This is an optimization exercise on Yosys and OpenROAD, whose aim is a short achievable clock period and few clock cycles per item, not a production implementation. RTL that was checked went through simulation tests only; none was proved equivalent to the original. Power and IR drop assume default switching activity.

// mm_top
module mm_top (
    input  logic         clk_buf,
    input  logic         sys_reset,
    input  logic         cmd_valid,
    input  logic [(4 * 8)-1:0] cmd_word,
    output logic         cmd_credit,
    output logic         res_valid,
    output mm_data_pkg::mm_acc_t      res_data,
    input  logic         res_credit,
    output logic         busy,
    output logic         done
);
Settings: LEC_CHECK=0, ABC_CLOCK_PERIOD_IN_PS=2500, CAP_MARGIN=20, CORE_MARGIN=2, CORE_UTILIZATION=65, CTS_CLUSTER_DIAMETER=100, CTS_CLUSTER_SIZE=24, PLACE_DENSITY=0.75, SLEW_MARGIN=20; clock period 10.5 ns.
standard.sh (not shown) runs the stock make flow with config.mk's settings and CLKGATE_MAP_FILE= SYNTH_SCRIPT=/design/flow/synth_recipe.tcl, a recipe that flattens the netlist after the stock synthesis.
==> flow/flow/run.sh <==
#!/bin/bash
set -euo pipefail
MARGIN=${MARGIN:-7.5}
sed "s/ \"\${@:-finish}\"\$/ SETUP_SLACK_MARGIN=${MARGIN} TNS_END_PERCENT=100 \"\${@:-finish}\"/" standard.sh > standard_margin.sh
grep -q "SETUP_SLACK_MARGIN=${MARGIN}" standard_margin.sh
bash standard_margin.sh > make_flow.log 2>&1
==> next run, changes <==
--- a/flow/config.mk
+++ b/flow/config.mk
@@ -10,6 +10,6 @@
 export CORE_MARGIN = 2
-export CORE_UTILIZATION = 65
+export CORE_UTILIZATION = 40
 export CTS_CLUSTER_DIAMETER = 100
 export CTS_CLUSTER_SIZE = 24
-export PLACE_DENSITY = 0.75
 export SLEW_MARGIN = 20
+export SYNTH_HIERARCHICAL = 1
Die area rises by 66%.
Non-clock buffer count is higher by 18.
Core utilization falls by 27 points.
Total power is higher by 8.9%.
Routed wire length went up by 7.7%.
Critical path depth decreases by 1.
Combinational power increases by about 20%.
==> next run, changes <==
--- a/flow/config.mk
+++ b/flow/config.mk
@@ -14,2 +14 @@
 export SLEW_MARGIN = 20
-export SYNTH_HIERARCHICAL = 1
Effect: The changed run finished with timing, DRC and antenna clean. Sequential cell count decreases by 14. First-iteration DRC count hardly moves. Wire length decreases by 4.4%. Worst hold slack hardly moves. Non-clock buffer count increases by 4.
No run of this note included a check of the RTL's function; only the layout flow was run.

Another version of the RTL of mm_top (not shown whole).
Size in the first run: about 3600 cells after synthesis, ~1300 flip-flops, roughly 72 I/O pins, about 56000 sq um of cells after synthesis.
Settings: LEC_CHECK=0, ABC_CLOCK_PERIOD_IN_PS=2500, CAP_MARGIN=20, CORE_MARGIN=2, CORE_UTILIZATION=90, CTS_CLUSTER_DIAMETER=100, CTS_CLUSTER_SIZE=24, PLACE_DENSITY=0.92, SLEW_MARGIN=20, SYNTH_HIERARCHICAL=1; clock period 10.5 ns.
==> flow/flow/run.sh <==
#!/bin/bash
set -euo pipefail
here=$(cd "$(dirname "$0")" && pwd)
MARGIN=$(cat "$here/margin.txt" 2>/dev/null || echo 7.5)
extra="SETUP_SLACK_MARGIN=${MARGIN} TNS_END_PERCENT=100 MATCH_CELL_FOOTPRINT=0"
if [[ -f "$here/cts_args.txt" ]]; then
  extra="$extra CTS_ARGS='$(tr '\n' ' ' < "$here/cts_args.txt")'"
fi
python3 - "$extra" <<'PY'
import sys
s = open('standard.sh').read()
key = ' "${@:-finish}"'
assert key in s
s = s.replace(key, ' ' + sys.argv[1] + key)
open('standard_knobs.sh', 'w').write(s)
PY
bash standard_knobs.sh > make_flow.log 2>&1
The baseline never finished: it broke off in global routing.
Testbench counts at the start, summed over its fixed seeds: cycles 5,265, products 320.
Edit:
Settings changed: CORE_UTILIZATION 90 to 80, CTS_CLUSTER_DIAMETER 100 to 60, CTS_CLUSTER_SIZE 24 to 16, PLACE_DENSITY 0.92 to 0.85.
This time the run produced a clean layout.
Synthesized area stays the same.
Synthesized cell count stays the same.
Edit:
Settings changed: CORE_UTILIZATION 80 to 65, CTS_CLUSTER_DIAMETER 60 to 100, CTS_CLUSTER_SIZE 16 to 24, PLACE_DENSITY 0.85 to 0.75.
=> Via count goes down by 7.7%; critical path depth stays the same; setup slack hardly moves; cell count went up by 3.4%.
Edit:
Settings changed: CORE_UTILIZATION 65 to 80, PLACE_DENSITY 0.75 to 0.85.
The new run ran to the end with no violations.
Maximum frequency came out higher by 0.59%.
Clock-buffer cell count rose by 1.
Cell count drops by 4.7%.
Global-route usage goes up by 8.8 points.
Edit:
Settings changed: ABC_CLOCK_PERIOD_IN_PS 2500 to 1500, CTS_CLUSTER_DIAMETER 100 to 80, CTS_CLUSTER_SIZE 24 to 20.
=>
- The changed run passed the timing, DRC and antenna checks
- core utilization came out higher by 0.57 points
- synthesized area does not change
- clock skew came out higher by 0.0054 ns
- cell count came out higher slightly
- wire length came out higher by a few percent
- register-to-register slack degrades by 0.06 ns
- die area is unchanged
- setup slack improves by 0.017 ns
- clock power came out higher by a little under a tenth
Edit:
Settings changed: ABC_CLOCK_PERIOD_IN_PS 1500 to 2500, CORE_UTILIZATION 80 to 40, CTS_CLUSTER_DIAMETER 80 to 100, CTS_CLUSTER_SIZE 20 to 24, PLACE_DENSITY 0.85 to unset.
The new run finished with timing, DRC and antenna clean.
Power drops by about 4%.
Combinational power decreases by about 6%.
Wire length falls by 9.0%.
Synthesized area is unchanged.
Final area rises by about 1.1%.

mm_top, a different RTL version from the one above (not shown whole).
For scale: ~72 I/O pins.
export LEC_CHECK = 0
export ABC_CLOCK_PERIOD_IN_PS = 2500
export CAP_MARGIN = 20
export CORE_MARGIN = 2
export CORE_UTILIZATION = 65
export PLACE_DENSITY = 0.75
export SLEW_MARGIN = 20
create_clock -name core_clock -period 10.5 [get_ports {clk_buf}]
==> flow/flow/run.sh <==
#!/bin/bash
set -euo pipefail
MARGIN=${MARGIN:-7.5}
sed "s/ \"\${@:-finish}\"\$/ SETUP_SLACK_MARGIN=${MARGIN} TNS_END_PERCENT=100 \"\${@:-finish}\"/" standard.sh > standard_margin.sh
grep -q "SETUP_SLACK_MARGIN=${MARGIN}" standard_margin.sh
bash standard_margin.sh > make_flow.log 2>&1
Testbench counts at the start, summed over its fixed seeds: cycles 5,281, products 320.
Next try:
Settings changed: CORE_UTILIZATION 65 to 40, PLACE_DENSITY 0.75 to default.
Outcome: The changed run completed with no timing, DRC or antenna violations; combinational power hardly moves; via count fell by 3.9%; clock skew rose by 9.2 ps; routed wire length fell by about 2.6%.
Next try:
==> flow/run.sh (new file) <==
#!/bin/bash
# synth_recipe.tcl (not shown) runs the flow's synth.tcl, then flattens the netlist and writes it again
# the make line also repeats each setting of config.mk as NAME=value (left out here)
make -C /OpenROAD-flow-scripts/flow DESIGN_CONFIG=/design/flow/config.mk WORK_HOME=/design/flow/orfs CLKGATE_MAP_FILE= SYNTH_SCRIPT=/design/flow/synth_recipe.tcl finish
Settings changed: SETUP_SLACK_MARGIN from default to 5.
removed: flow/flow/run.sh
removed: flow/standard.sh
First-iteration DRC count falls by 16%.
Worst setup slack degrades by 1500 ps.
Maximum frequency falls by 29%.
Next try:
==> flow/flow/run.sh (new file) <==
#!/bin/bash
set -euo pipefail
MARGIN=${MARGIN:-7.5}
sed "s/ \"\${@:-finish}\"\$/ SETUP_SLACK_MARGIN=${MARGIN} TNS_END_PERCENT=100 \"\${@:-finish}\"/" standard.sh > standard_margin.sh
grep -q "SETUP_SLACK_MARGIN=${MARGIN}" standard_margin.sh
bash standard_margin.sh > make_flow.log 2>&1
==> flow/standard.sh (new file) <==
#!/bin/bash
# synth_recipe.tcl (not shown) runs the flow's synth.tcl, then flattens the netlist and writes it again
# the make line also repeats each setting of config.mk as NAME=value (left out here)
make -C /OpenROAD-flow-scripts/flow DESIGN_CONFIG=/design/flow/config.mk WORK_HOME=/design/flow/orfs CLKGATE_MAP_FILE= SYNTH_SCRIPT=/design/flow/synth_recipe.tcl "${@:-finish}"
Settings changed: CTS_CLUSTER_DIAMETER from default to 100, CTS_CLUSTER_SIZE from default to 30, SETUP_SLACK_MARGIN 5 to default.
removed: flow/run.sh
What happened:
- clock-buffer cell count went down by 117
- utilization went down by 1.6 points
- routed wire length went up slightly
- via count went down slightly
- combinational power went up by a few percent
- clock skew went up by 11 ps
- fmax went up by well over a third
- global-route usage went down by 0.15 points
- synthesized area does not change
- register-to-register slack improved by 2100 ps

v5:
Another version of the RTL of mm_top (not shown whole).
For scale: ~3900 cells after synthesis, about 72 I/O pins, ~58000 um^2 of cells after synthesis.
clock: 10.5 ns
lec_check: 0
abc_clock_period_in_ps: 2500
cap_margin: 20
core_margin: 2
core_utilization: 80
cts_cluster_diameter: 80
cts_cluster_size: 20
place_density: 0.85
slew_margin: 20
synth_hierarchical: 1
==> flow/flow/run.sh <==
#!/bin/bash
set -euo pipefail
here=$(cd "$(dirname "$0")" && pwd)
MARGIN=$(cat "$here/margin.txt" 2>/dev/null || echo 7.5)
extra="SETUP_SLACK_MARGIN=${MARGIN} TNS_END_PERCENT=100 MATCH_CELL_FOOTPRINT=0"
if [[ -f "$here/cts_args.txt" ]]; then
  extra="$extra CTS_ARGS='$(tr '\n' ' ' < "$here/cts_args.txt")'"
fi
python3 - "$extra" <<'PY'
import sys
s = open('standard.sh').read()
key = ' "${@:-finish}"'
assert key in s
s = s.replace(key, ' ' + sys.argv[1] + key)
open('standard_knobs.sh', 'w').write(s)
PY
bash standard_knobs.sh > make_flow.log 2>&1
No crash in v5: every stage finished, but the layout fails its final checks due to max-capacitance violations.
Here is what was changed in the inputs of v36 compared with v5.
Settings: CTS_CLUSTER_SIZE changed from 20 to 24; CTS_CLUSTER_DIAMETER changed from 80 to 100.
Results
- Although it ran to completion, v36 produced a layout that fails the final checks because of max-capacitance violations, max-slew violations.
- Compare v36 and v5 | number of non-clock buffers lower: v5
- Comparing via count for v36 and v5, the smaller number came from v5.
- In the metrics for v36 and v5, the one carrying the higher post-route minimum period is v5.
- Per the comparison of v36 with v5, multi-input combinational cell area went up by about 0.53%, number of iterations in the first detailed-routing pass went up by 13.
- Post-synthesis to final-layout area growth for v36 is lower than for v5.
Function was not checked in any run of this note: the RTL went through the layout flow alone.

Setup of v6:
RTL: one of the versions met above, not the one the previous note started from.
Size: roughly 3,600 cells after synthesis, roughly 1,300 flip-flops, roughly 0.056 mm2 of cells after synthesis.
clock: 10.5 ns
lec_check: 0
abc_clock_period_in_ps: 2500
cap_margin: 20
core_margin: 2
core_utilization: 80
cts_cluster_diameter: 100
cts_cluster_size: 24
place_density: 0.85
slew_margin: 20
synth_hierarchical: 1
==> flow/flow/margin.txt <==
7.7
Scripts as last shown in full above: flow/flow/run.sh
Testbench counts of v6, summed over its fixed seeds: cycles 5,265, products 320.
For v7, these inputs were changed with respect to v6:
diff --git a/flow/config.mk b/flow/config.mk
--- a/flow/config.mk
+++ b/flow/config.mk
@@ -11,4 +11,4 @@
 export CORE_UTILIZATION = 80
-export CTS_CLUSTER_DIAMETER = 100
-export CTS_CLUSTER_SIZE = 24
+export CTS_CLUSTER_DIAMETER = 80
+export CTS_CLUSTER_SIZE = 20
 export PLACE_DENSITY = 0.85
removed: flow/flow/margin.txt
### Flow results
- Against v6, v7 reports a cell area that is lower.
- Highest layer used for signal routing: met4 -> v6, met5 -> v7
- Diff v6 -> v7: overall power went up; cell depth of the worst flop-to-flop path went down.

== wip/umber ==
mm_top, a different RTL version from the one above (not shown whole).
Size in the first run: about 1400 flip-flops, roughly 72 I/O pins, roughly 55000 sq um of cells after synthesis.
## mm_top
module mm_top (
    input  logic         clk_buf,
    input  logic         sys_reset,
    input  logic         cmd_valid,
    input  logic [(4 * 8)-1:0] cmd_word,
    output logic         cmd_credit,
    output logic         res_valid,
    output mm_data_pkg::mm_acc_t      res_data,
    input  logic         res_credit,
    output logic         busy,
    output logic         done
);
    logic                            q_full;
    logic                            run_start;
    logic                            started;
    logic [4*(4 * 8)-1:0]    a_rows;
    logic [4*(4 * 8)-1:0]    b_rows;
    logic                            send;
    logic                            active;
    logic                            op_v;
    mm_data_pkg::mm_row_t            op_a;
    mm_data_pkg::mm_row_t            op_b;
    logic                            dot_v;
    logic signed [17:0]              dot;
    mm_cmd_decode u_cmd_decode (
        .clk_buf    (clk_buf),
        .sys_reset  (sys_reset),
        .cmd_valid  (cmd_valid),
        .cmd_word   (cmd_word),
        .cmd_credit (cmd_credit),
        .q_full     (q_full),
        .run_start  (run_start),
        .started    (started),
        .a_rows     (a_rows),
  ...
clock: 10.5 ns
lec_check: 0
abc_clock_period_in_ps: 2500
cap_margin: 20
core_margin: 2
core_utilization: 40
cts_cluster_diameter: 100
cts_cluster_size: 24
slew_margin: 20
==> flow/flow/run.sh <==
#!/bin/bash
set -euo pipefail
MARGIN=${MARGIN:-7.5}
sed "s/ \"\${@:-finish}\"\$/ SETUP_SLACK_MARGIN=${MARGIN} TNS_END_PERCENT=100 \"\${@:-finish}\"/" standard.sh > standard_margin.sh
grep -q "SETUP_SLACK_MARGIN=${MARGIN}" standard_margin.sh
bash standard_margin.sh > make_flow.log 2>&1
wip/umber closes out successfully: all stages finished, all timing, DRC and antenna checks passed.
Testbench counts of wip/umber, summed over its fixed seeds: cycles 5,281, products 320.
Setup changes, wip/umber to wip/nickel
- CTS_CLUSTER_SIZE no longer set, was 24
- CTS_CLUSTER_DIAMETER no longer set, was 100
==> results.txt <==
- The final reports for wip/nickel and wip/umber show post-layout minimum cycle time higher in the former.
- wip/nickel does worse than wip/umber on post-route total power.
- Summary — wire length, wip/nickel relative to wip/umber: higher, by about 1.6%.
- wip/nickel vs wip/umber: clock-pin slew on the worst setup and hold paths down in wip/nickel
- When wip/nickel is set beside wip/umber, its depth of the worst register-to-register path turns out to be 2 smaller.
- Looking only at via count, and setting everything else aside, the lower value of wip/nickel and wip/umber goes to wip/umber.
- Summary of the comparison: maximum number of pins on one net before global-route repair is lower in wip/nickel, relative to wip/umber.

mm_top, a different RTL version from the one above (not shown whole).
For scale: roughly 3500 cells after synthesis, roughly 72 I/O pins, ~56000 um2 of cells after synthesis.
==> flow/config.mk <==
export PLATFORM = sky130hd
export DESIGN_NAME = mm_top
export DESIGN_NICKNAME = mm_top
export VERILOG_FILES = /design/flow/design.v
export SDC_FILE = /design/flow/constraint.sdc
export NUM_CORES = 4
export LEC_CHECK = 0
export ABC_CLOCK_PERIOD_IN_PS = 2500
export CAP_MARGIN = 20
export CORE_MARGIN = 2
export CORE_UTILIZATION = 80
export CTS_CLUSTER_DIAMETER = 100
export CTS_CLUSTER_SIZE = 24
export PLACE_DENSITY = 0.85
export SLEW_MARGIN = 20
export SYNTH_HIERARCHICAL = 1
==> flow/constraint.sdc <==
create_clock -name core_clock -period 10.5 [get_ports {clk_buf}]
set_input_delay 2.1000 -clock core_clock [delete_from_list [all_inputs] [get_ports {clk_buf}]]
set_output_delay 2.1000 -clock core_clock [all_outputs]
set_load 0.01 [all_outputs]
==> flow/flow/run.sh <==
#!/bin/bash
set -euo pipefail
here=$(cd "$(dirname "$0")" && pwd)
MARGIN=$(cat "$here/margin.txt" 2>/dev/null || echo 7.5)
extra="SETUP_SLACK_MARGIN=${MARGIN} TNS_END_PERCENT=100 MATCH_CELL_FOOTPRINT=0"
if [[ -f "$here/cts_args.txt" ]]; then
  extra="$extra CTS_ARGS='$(tr '\n' ' ' < "$here/cts_args.txt")'"
fi
python3 - "$extra" <<'PY'
import sys
s = open('standard.sh').read()
key = ' "${@:-finish}"'
assert key in s
s = s.replace(key, ' ' + sys.argv[1] + key)
open('standard_knobs.sh', 'w').write(s)
PY
bash standard_knobs.sh > make_flow.log 2>&1
The first run finished clean.
Testbench counts at the start, summed over its fixed seeds: cycles 5,257, products 320.
Then changed:
Settings changed: CTS_CLUSTER_DIAMETER 100 to 80, CTS_CLUSTER_SIZE 24 to 20.
Synthesized area stays the same.
Clock skew goes up by 0.014 ns.
Via count goes up by 0.92%.

mm_top, a different RTL version from the one above (not shown whole).
Size in the first run: about 3600 cells after synthesis, ~1300 flip-flops, about 72 I/O pins, roughly 56000 um2 of cells after synthesis.
// mm_top
module mm_top (
    input  logic         clk_buf,
    input  logic         sys_reset,
    input  logic         cmd_valid,
    input  logic [(4 * 8)-1:0] cmd_word,
    output logic         cmd_credit,
    output logic         res_valid,
    output mm_data_pkg::mm_acc_t      res_data,
    input  logic         res_credit,
    output logic         busy,
    output logic         done
);
    logic                            q_full;
    logic                            run_start;
    logic                            started;
    logic [4*(4 * 8)-1:0]    a_rows;
    logic [4*(4 * 8)-1:0]    b_rows;
    logic                            send;
    logic                            active;
    logic                            op_v;
    mm_data_pkg::mm_row_t            op_a;
    mm_data_pkg::mm_row_t            op_b;
    logic                            dot_v;
    logic signed [17:0]              dot;
    mm_cmd_decode u_cmd_decode (
        .clk_buf    (clk_buf),
        .sys_reset  (sys_reset),
        .cmd_valid  (cmd_valid),
        .cmd_word   (cmd_word),
        .cmd_credit (cmd_credit),
        .q_full     (q_full),
        .run_start  (run_start),
        .started    (started),
        .a_rows     (a_rows),
        .b_rows     (b_rows)
    );
    mm_operand_feeder u_feeder (
        .clk_buf   (clk_buf),
        .sys_reset (sys_reset),
        .run_start (run_start),
        .a_rows    (a_rows),
        .b_rows    (b_rows),
        .send      (send),
        .q_full    (q_full),
        .active    (active),
        .op_v      (op_v),
        .op_a      (op_a),
        .op_b      (op_b)
    );
    mm_systolic_array u_systolic (
        .clk_buf   (clk_buf),
        .sys_reset (sys_reset),
        .op_v      (op_v),
        .op_a      (op_a),
        .op_b      (op_b),
  ...
Settings: LEC_CHECK=0, ABC_CLOCK_PERIOD_IN_PS=2500, CAP_MARGIN=20, CORE_MARGIN=2, CORE_UTILIZATION=65, CTS_CLUSTER_DIAMETER=100, CTS_CLUSTER_SIZE=24, PLACE_DENSITY=0.75, SLEW_MARGIN=20, SYNTH_HIERARCHICAL=1; clock period 10.5 ns.
Scripts as last shown in full above: flow/flow/run.sh
Change:
Settings changed: CORE_UTILIZATION 65 to 40, PLACE_DENSITY 0.75 to unset.
After rerunning: The changed run went through all stages and came out clean. Setup slack got worse by 8.9 ps. Power shrinks by 1.7%. Non-clock buffer count went up by 9. Design area rose by 1.9%. Synthesized area stays the same. Clock power climbs by about 7%. Wire length is higher by 3.2%. Hold slack loses 20 ps. Combinational power shrinks by 5.1%. Register-to-register slack gets better by 30 ps. Final cell count increases by 14%.
No run of this note included a check of the RTL's function; only the layout flow was run.

-- separate check: timing with driven ports --
The results above use ideal ports. As a check the final layouts listed here were re-extracted and re-timed, cells and wires unchanged.
Step 1, drivers: a clkbuf_16 drives clk_buf and a buf_2 each remaining input, both assumed.
Step 2, shift: input delay + t, output delay - t, t = (earliest + latest rising clock arrival at the registers) / 2. This alone moves slack from input paths to output paths.
a / b / c = ideal / step 1 / step 2; a / b = the first two.
run	t (ns)	setup WS [ns]	worst hold slack (ns)	slew at the worst register clock pin (ns)	cell pins on the clock port's net
the first run of note 1	0.740	7.112 / 7.042 / 6.956	0.326 / 0.326 / 0.326	0.10 / 0.10	1
the second run of note 1	0.783	7.153 / 7.071 / 6.914	0.335 / 0.335 / 0.335	0.10 / 0.10	1
the third run of note 1	0.715	7.103 / 7.033 / 6.975	0.335 / 0.335 / 0.335	0.10 / 0.10	1
the second run of note 2	0.736	7.278 / 7.208 / 6.921	0.347 / 0.347 / 0.347	0.08 / 0.08	1
the third run of note 2	0.714	7.278 / 7.208 / 7.044	0.334 / 0.334 / 0.334	0.10 / 0.10	1
the fourth run of note 2	0.715	7.297 / 7.228 / 6.951	0.357 / 0.357 / 0.357	0.10 / 0.10	1
the fifth run of note 2	0.703	7.315 / 7.247 / 6.958	0.359 / 0.359 / 0.359	0.09 / 0.09	1
the sixth run of note 2	0.760	7.248 / 7.172 / 6.919	0.336 / 0.336 / 0.336	0.10 / 0.10	1
the first run of note 3	0.803	6.850 / 6.785 / 6.847	0.328 / 0.328 / 0.328	0.07 / 0.07	1
the second run of note 3	0.837	6.885 / 6.810 / 6.882	0.315 / 0.315 / 0.315	0.06 / 0.06	1
the third run of note 3	0.832	5.398 / 5.398 / 5.398	0.312 / 0.312 / 0.312	0.06 / 0.06	1
the fourth run of note 3	0.767	6.940 / 6.867 / 6.856	0.335 / 0.335 / 0.335	0.12 / 0.12	1
v5	0.748	7.046 / 7.046 / 6.311	0.339 / 0.339 / 0.339	0.10 / 0.10	1
v36	0.742	7.139 / 7.108 / 6.367	0.352 / 0.352 / 0.352	0.11 / 0.11	1
v6	0.719	7.297 / 7.226 / 7.194	0.359 / 0.359 / 0.359	0.11 / 0.11	1
v7	0.703	7.315 / 7.247 / 6.958	0.359 / 0.359 / 0.359	0.09 / 0.09	1
wip/umber	0.768	7.096 / 7.020 / 6.917	0.334 / 0.334 / 0.334	0.10 / 0.10	1
wip/nickel	0.833	7.023 / 6.951 / 6.898	0.317 / 0.317 / 0.317	0.06 / 0.06	1
the first run of note 7	0.697	7.315 / 7.247 / 6.973	0.332 / 0.332 / 0.332	0.10 / 0.10	1
the second run of note 7	0.716	7.297 / 7.228 / 6.905	0.355 / 0.355 / 0.355	0.09 / 0.09	1
the first run of note 8	0.708	7.224 / 7.156 / 6.951	0.355 / 0.355 / 0.355	0.10 / 0.10	1
the second run of note 8	0.750	7.215 / 7.137 / 6.899	0.336 / 0.336 / 0.336	0.10 / 0.10	1
For v36, which loses most, drivers alone change the setup slack by -0.031 ns; drivers and shift together by -0.772 ns. Setup slack includes reset recovery checks.
